Context: an optimization exercise on an open-source flow, tuned for small area, a short achievable clock period and few clock cycles per item. The choices shown serve that exercise and are no tape-out recipe.
Only simulation tests tie the RTL to the original design; equivalence was not proved.

==> flow/design.v (excerpt) <==
module mcm_dct_top (
    input  logic                                  clk,
    input  logic                                  rst_n,
    input  logic                                  req_i,
    input  logic [8*(16+1)-1:0]   samples_i,
    input  logic [8*(3+1)-1:0] codes_i,
    output logic                                  ack_o,
    output logic [32:0]                   result_o
);
Size: roughly 2400 cells after synthesis, ~28000 um^2 of cells after synthesis.
==> flow/config.mk <==
export PLATFORM = sky130hd
export DESIGN_NAME = mcm_dct_top
export DESIGN_NICKNAME = mcm_dct_top
export VERILOG_FILES = /design/flow/design.v
export SDC_FILE = /design/flow/constraint.sdc
export NUM_CORES = 4
export LEC_CHECK = 0
export CAP_MARGIN = 20
export CORE_MARGIN = 2
export CORE_UTILIZATION = 40
export SLEW_MARGIN = 20
export SYNTH_HIERARCHICAL = 1
==> flow/constraint.sdc <==
create_clock -name core_clock -period 26.0 [get_ports {clk}]
set_input_delay 5.2000 -clock core_clock [delete_from_list [all_inputs] [get_ports {clk}]]
set_output_delay 5.2000 -clock core_clock [all_outputs]
set_load 0.01 [all_outputs]
standard.sh (not shown) runs the stock make flow with config.mk's settings and CLKGATE_MAP_FILE= SYNTH_SCRIPT=/design/flow/synth_recipe.tcl, a recipe that flattens the netlist after the stock synthesis.
==> flow/flow/run.sh <==
#!/bin/bash
# Own layout flow: the standard ORFS flow (standard.sh, unchanged synthesis), with the
# ports buffered by a plain buffer cell instead of the default choice, and setup repair
# aimed at a larger slack than the clock period needs, so that repair works on this design's
# real critical paths. Each run's full output goes to a log file in the work folder.
set -euo pipefail
export BUFFER_PORTS_ARGS="-buffer_cell sky130_fd_sc_hd__buf_1"
export SETUP_SLACK_MARGIN="${FLOW_SETUP_MARGIN:-15.75}"
bash standard.sh synth > run_synth.log 2>&1
bash standard.sh > run_layout.log 2>&1
Testbench counts at the start, summed over its fixed seeds: cycles 4,096, items 2,048.
==> next run, changes <==
--- a/flow/flow/run.sh
+++ b/flow/flow/run.sh
@@ -7,3 +7,3 @@
 export BUFFER_PORTS_ARGS="-buffer_cell sky130_fd_sc_hd__buf_1"
-export SETUP_SLACK_MARGIN="${FLOW_SETUP_MARGIN:-15.75}"
+export SETUP_SLACK_MARGIN="${FLOW_SETUP_MARGIN:-15.5}"
 bash standard.sh synth > run_synth.log 2>&1
Settings changed: CORE_UTILIZATION 40 to 50, PLACE_DENSITY set to 0.65.
Synthesized cell count stays the same.
Final area falls by a few percent.
Routed wire length rises by a few percent.
Via count rises slightly.
Fmax falls by a few percent.
==> next run, changes <==
Settings changed: CORE_UTILIZATION 50 to 40, PLACE_DENSITY 0.65 to not set.
The new run completed without violations. Count of clock-buffer cells in the layout is unchanged. Cell area increases slightly. Worst setup slack improved by 10 ps. Wire length decreases by a few percent. Worst hold slack got worse by 150 ps. Global-route usage decreases by 10 points. Synthesized cell count is unchanged. Utilization decreases by 10 points.
==> next run, changes <==
--- a/flow/flow/run.sh
+++ b/flow/flow/run.sh
@@ -7,3 +7,3 @@
 export BUFFER_PORTS_ARGS="-buffer_cell sky130_fd_sc_hd__buf_1"
-export SETUP_SLACK_MARGIN="${FLOW_SETUP_MARGIN:-15.5}"
+export SETUP_SLACK_MARGIN="${FLOW_SETUP_MARGIN:-15}"
 bash standard.sh synth > run_synth.log 2>&1
Effect: Sequential share of layout area increases by 0.18 points; count of clock-buffer cells in the layout does not change; wire length decreases by 0.53%; hold slack improves by 9.4 ps.

========
Another version of the RTL of mcm_dct_top (not shown whole).
Size: roughly 210 I/O pins, roughly 30000 sq um of cells after synthesis.
export LEC_CHECK = 0
export CAP_MARGIN = 20
export CORE_MARGIN = 2
export CORE_UTILIZATION = 40
export SLEW_MARGIN = 20
export SYNTH_HIERARCHICAL = 1
create_clock -name core_clock -period 26.0 [get_ports {clk}]
==> flow/flow/run.sh <==
#!/bin/bash
# Own layout flow: the standard ORFS flow (standard.sh, unchanged synthesis), with the
# ports buffered by a plain buffer cell instead of the default choice, and setup repair
# aimed at a larger slack than the clock period needs, so that repair works on this design's
# real critical paths. Each run's full output goes to a log file in the work folder.
set -euo pipefail
export BUFFER_PORTS_ARGS="-buffer_cell sky130_fd_sc_hd__buf_2"
export SETUP_SLACK_MARGIN="${FLOW_SETUP_MARGIN:-15}"
bash standard.sh synth > run_synth.log 2>&1
bash standard.sh > run_layout.log 2>&1
The baseline completed with no timing, DRC or antenna violations.
Testbench counts at the start, summed over its fixed seeds: cycles 4,096, items 2,048.
==> next run, changes <==
--- a/flow/flow/run.sh
+++ b/flow/flow/run.sh
@@ -8 +8 @@
-export SETUP_SLACK_MARGIN="${FLOW_SETUP_MARGIN:-15}"
+export SETUP_SLACK_MARGIN="${FLOW_SETUP_MARGIN:-16}"
Settings changed: CORE_UTILIZATION 40 to 65, PLACE_DENSITY from default to 0.75.
What happened:
- The new run produced a clean layout
- first-iteration DRC count went up by 47%
- worst hold slack improved by 0.36 ns
- global-route usage went up by 19 points
- clock skew went down by 0.010 ns
- wire length went down by 2.9%
- register-to-register slack got worse by 0.22 ns
- area after synthesis does not change
- fmax went up by 8.4%
- setup slack improved by 0.84 ns
- core utilization went up by 28 points

========
## S
mcm_dct_top, a different RTL version from the one above (not shown whole).
Size: about 2500 cells after synthesis, roughly 210 I/O pins, roughly 0.029 mm^2 of cells after synthesis.
Settings: LEC_CHECK=0, CAP_MARGIN=20, CORE_MARGIN=2, CORE_UTILIZATION=40, SLEW_MARGIN=20, SYNTH_HIERARCHICAL=1; clock period 26.0 ns.
run.sh (not shown) runs the stock make flow with config.mk's settings and CLKGATE_MAP_FILE= SYNTH_SCRIPT=/design/flow/synth_recipe.tcl, a recipe that flattens the netlist after the stock synthesis.
Stock flow here: none of the scripts above is used.
Testbench counts of S, summed over its fixed seeds: cycles 4,096, items 2,048.
Here is what was changed in the inputs of Q compared with S.
==> flow/flow/run.sh (new file) <==
#!/bin/bash
# Own layout flow: the standard ORFS flow (standard.sh, unchanged synthesis), with the
# ports buffered by a plain buffer cell instead of the default choice, and setup repair
# aimed at a larger slack than the clock period needs, so that repair works on this design's
# real critical paths. Each run's full output goes to a log file in the work folder.
set -euo pipefail
export BUFFER_PORTS_ARGS="-buffer_cell sky130_fd_sc_hd__buf_2"
export SETUP_SLACK_MARGIN="${FLOW_SETUP_MARGIN:-15}"
bash standard.sh synth > run_synth.log 2>&1
bash standard.sh > run_layout.log 2>&1
==> flow/standard.sh (new file) <==
#!/bin/bash
# synth_recipe.tcl (not shown) runs the flow's synth.tcl, then flattens the netlist and writes it again
# the make line also repeats each setting of config.mk as NAME=value (left out here)
make -C /OpenROAD-flow-scripts/flow DESIGN_CONFIG=/design/flow/config.mk WORK_HOME=/design/flow/orfs CLKGATE_MAP_FILE= SYNTH_SCRIPT=/design/flow/synth_recipe.tcl "${@:-finish}"
removed: flow/run.sh
==> run summary <==
- Q vs S: detail-routed net length per standard cell up in Q
- Total length of routed met3 wires | Q below S
- Changes observed in Q relative to S: clock distribution area overhead in the final layout barely changed; clock-pin slew on the worst setup and hold paths held; end-of-flow core utilization went down by 1.1 points.
- On fraction of area in registers, Q and S are neck and neck.
- Compared with S, Q shows peak per-stage delay on the critical path lower by 0.21 ns.
- Looking at number of non-clock buffers in the layout, Q sits above S.
- For Q, the highest layer used for signal routing was met5, unlike S, where it was met4.
- The final reports for Q and S show number of buffers inserted by post-CTS setup repair higher in the former.

========
mcm_dct_top with an RTL version that a note above also has.
For scale: about 2800 cells after synthesis, ~210 I/O pins.
==> flow/config.mk <==
export PLATFORM = sky130hd
export DESIGN_NAME = mcm_dct_top
export DESIGN_NICKNAME = mcm_dct_top
export VERILOG_FILES = /design/flow/design.v
export SDC_FILE = /design/flow/constraint.sdc
export NUM_CORES = 4
export LEC_CHECK = 0
export CAP_MARGIN = 20
export CORE_MARGIN = 2
export CORE_UTILIZATION = 40
export SLEW_MARGIN = 20
export SYNTH_HIERARCHICAL = 1
==> flow/constraint.sdc <==
create_clock -name core_clock -period 26.0 [get_ports {clk}]
set_input_delay 5.2000 -clock core_clock [delete_from_list [all_inputs] [get_ports {clk}]]
set_output_delay 5.2000 -clock core_clock [all_outputs]
set_load 0.01 [all_outputs]
standard.sh (not shown) runs the stock make flow with config.mk's settings and CLKGATE_MAP_FILE= SYNTH_SCRIPT=/design/flow/synth_recipe.tcl, a recipe that flattens the netlist after the stock synthesis.
==> flow/flow/run.sh <==
#!/bin/bash
# Own layout flow: the standard ORFS flow (standard.sh, unchanged synthesis), with the
# ports buffered by a plain buffer cell instead of the default choice, and setup repair
# aimed at a larger slack than the clock period needs, so that repair works on this design's
# real critical paths. Each run's full output goes to a log file in the work folder.
set -euo pipefail
export BUFFER_PORTS_ARGS="-buffer_cell sky130_fd_sc_hd__buf_2"
export SETUP_SLACK_MARGIN="${FLOW_SETUP_MARGIN:-16.5}"
bash standard.sh synth > run_synth.log 2>&1
bash standard.sh > run_layout.log 2>&1
The starting point finished with timing, DRC and antenna clean.
Testbench counts at the start, summed over its fixed seeds: cycles 4,096, items 2,048.
==> next run, changes <==
--- a/flow/flow/run.sh
+++ b/flow/flow/run.sh
@@ -5,6 +5,6 @@
 # real critical paths. Each run's full output goes to a log file in the work folder.
 set -euo pipefail
-export BUFFER_PORTS_ARGS="-buffer_cell sky130_fd_sc_hd__buf_2"
-export SETUP_SLACK_MARGIN="${FLOW_SETUP_MARGIN:-16.5}"
+export BUFFER_PORTS_ARGS="-buffer_cell sky130_fd_sc_hd__buf_1"
+export SETUP_SLACK_MARGIN="${FLOW_SETUP_MARGIN:-16}"
 bash standard.sh synth > run_synth.log 2>&1
 bash standard.sh > run_layout.log 2>&1
The changed run produced a clean layout.
Cell area fell by about 11%.
Global-route usage goes down by 0.86 points.
Cell count shrinks by about 2.6%.
Non-clock buffer count drops by 99.
Routed wire length is lower by about 1.2%.
Hold slack degrades by 0.29 ns.
First-iteration DRC count climbs by about 4%.
Synthesized cell count is unchanged.
==> next run, changes <==
--- a/flow/flow/run.sh
+++ b/flow/flow/run.sh
@@ -5,5 +5,5 @@
 # real critical paths. Each run's full output goes to a log file in the work folder.
 set -euo pipefail
-export BUFFER_PORTS_ARGS="-buffer_cell sky130_fd_sc_hd__buf_1"
+export BUFFER_PORTS_ARGS="-buffer_cell sky130_fd_sc_hd__buf_2"
 export SETUP_SLACK_MARGIN="${FLOW_SETUP_MARGIN:-16}"
 bash standard.sh synth > run_synth.log 2>&1
Setup slack stays flat.
Clock-buffer cell count stays the same.
Routed wire length fell by 1.1%.
Via count is about the same.
Global-route usage fell by 0.66 points.
Critical path depth fell by 2.
Cell count barely changes.
Final area rose by 0.77%.
Register-to-register slack improves by 0.17 ns.

[afterwards: timing with drivers on the ports]
No port has a modelled driver above. Below, the same layouts with a new extraction and two added sets of constraints. Step 1, drivers: a clkbuf_16 drives clk and a buf_2 each remaining input, both assumed. Step 2 moves the port delays by t, midway between the first and last clock arrival at a register: inputs arrive t later, outputs are due t later. That takes back most of the time a late clock gives input paths. a / b / c = ideal ports / drivers / drivers and shift; a / b = the first two.
| run | t (ns) | setup slack, ns | hold slack, ns | worst setup path after step 2 | worst register clock-pin slew, ns |
|---|---|---|---|---|---|
| the first run of note 1 | 0.451 | 15.773 / 15.819 / 15.368 | 1.082 / 1.082 / 1.082 | input to register | 0.08 / 0.08 |
| the second run of note 1 | 0.450 | 15.554 / 15.595 / 15.145 | 1.223 / 1.223 / 1.223 | input to register | 0.09 / 0.09 |
| the third run of note 1 | 0.447 | 15.565 / 15.523 / 15.163 | 1.075 / 1.075 / 1.075 | input to register | 0.08 / 0.08 |
| the fourth run of note 1 | 0.443 | 15.209 / 15.234 / 14.792 | 1.084 / 1.084 / 1.084 | input to register | 0.08 / 0.08 |
| the first run of note 2 | 0.447 | 15.177 / 15.224 / 14.777 | 0.790 / 0.790 / 0.790 | input to register | 0.08 / 0.08 |
| the second run of note 2 | 0.443 | 16.018 / 16.020 / 15.597 | 1.151 / 1.151 / 1.151 | input to register | 0.07 / 0.07 |
| S | 0.425 | 14.366 / 14.401 / 13.975 | 4.960 / 4.927 / 5.353 | input to register | 0.07 / 0.07 |
| Q | 0.427 | 15.112 / 15.147 / 14.719 | 4.587 / 4.554 / 4.981 | input to register | 0.07 / 0.07 |
| the first run of note 4 | 0.446 | 16.206 / 16.141 / 15.869 | 1.187 / 1.187 / 1.187 | input to register | 0.08 / 0.08 |
| the second run of note 4 | 0.453 | 16.029 / 15.997 / 15.621 | 0.895 / 0.895 / 0.895 | input to register | 0.08 / 0.08 |
| the third run of note 4 | 0.447 | 16.030 / 16.071 / 15.624 | 0.788 / 0.788 / 0.788 | input to register | 0.08 / 0.08 |
After both steps every run listed still meets setup and hold. The setup slack of the second run of note 2, which loses most, moves by +0.002 ns with the drivers and by -0.421 ns with both steps.
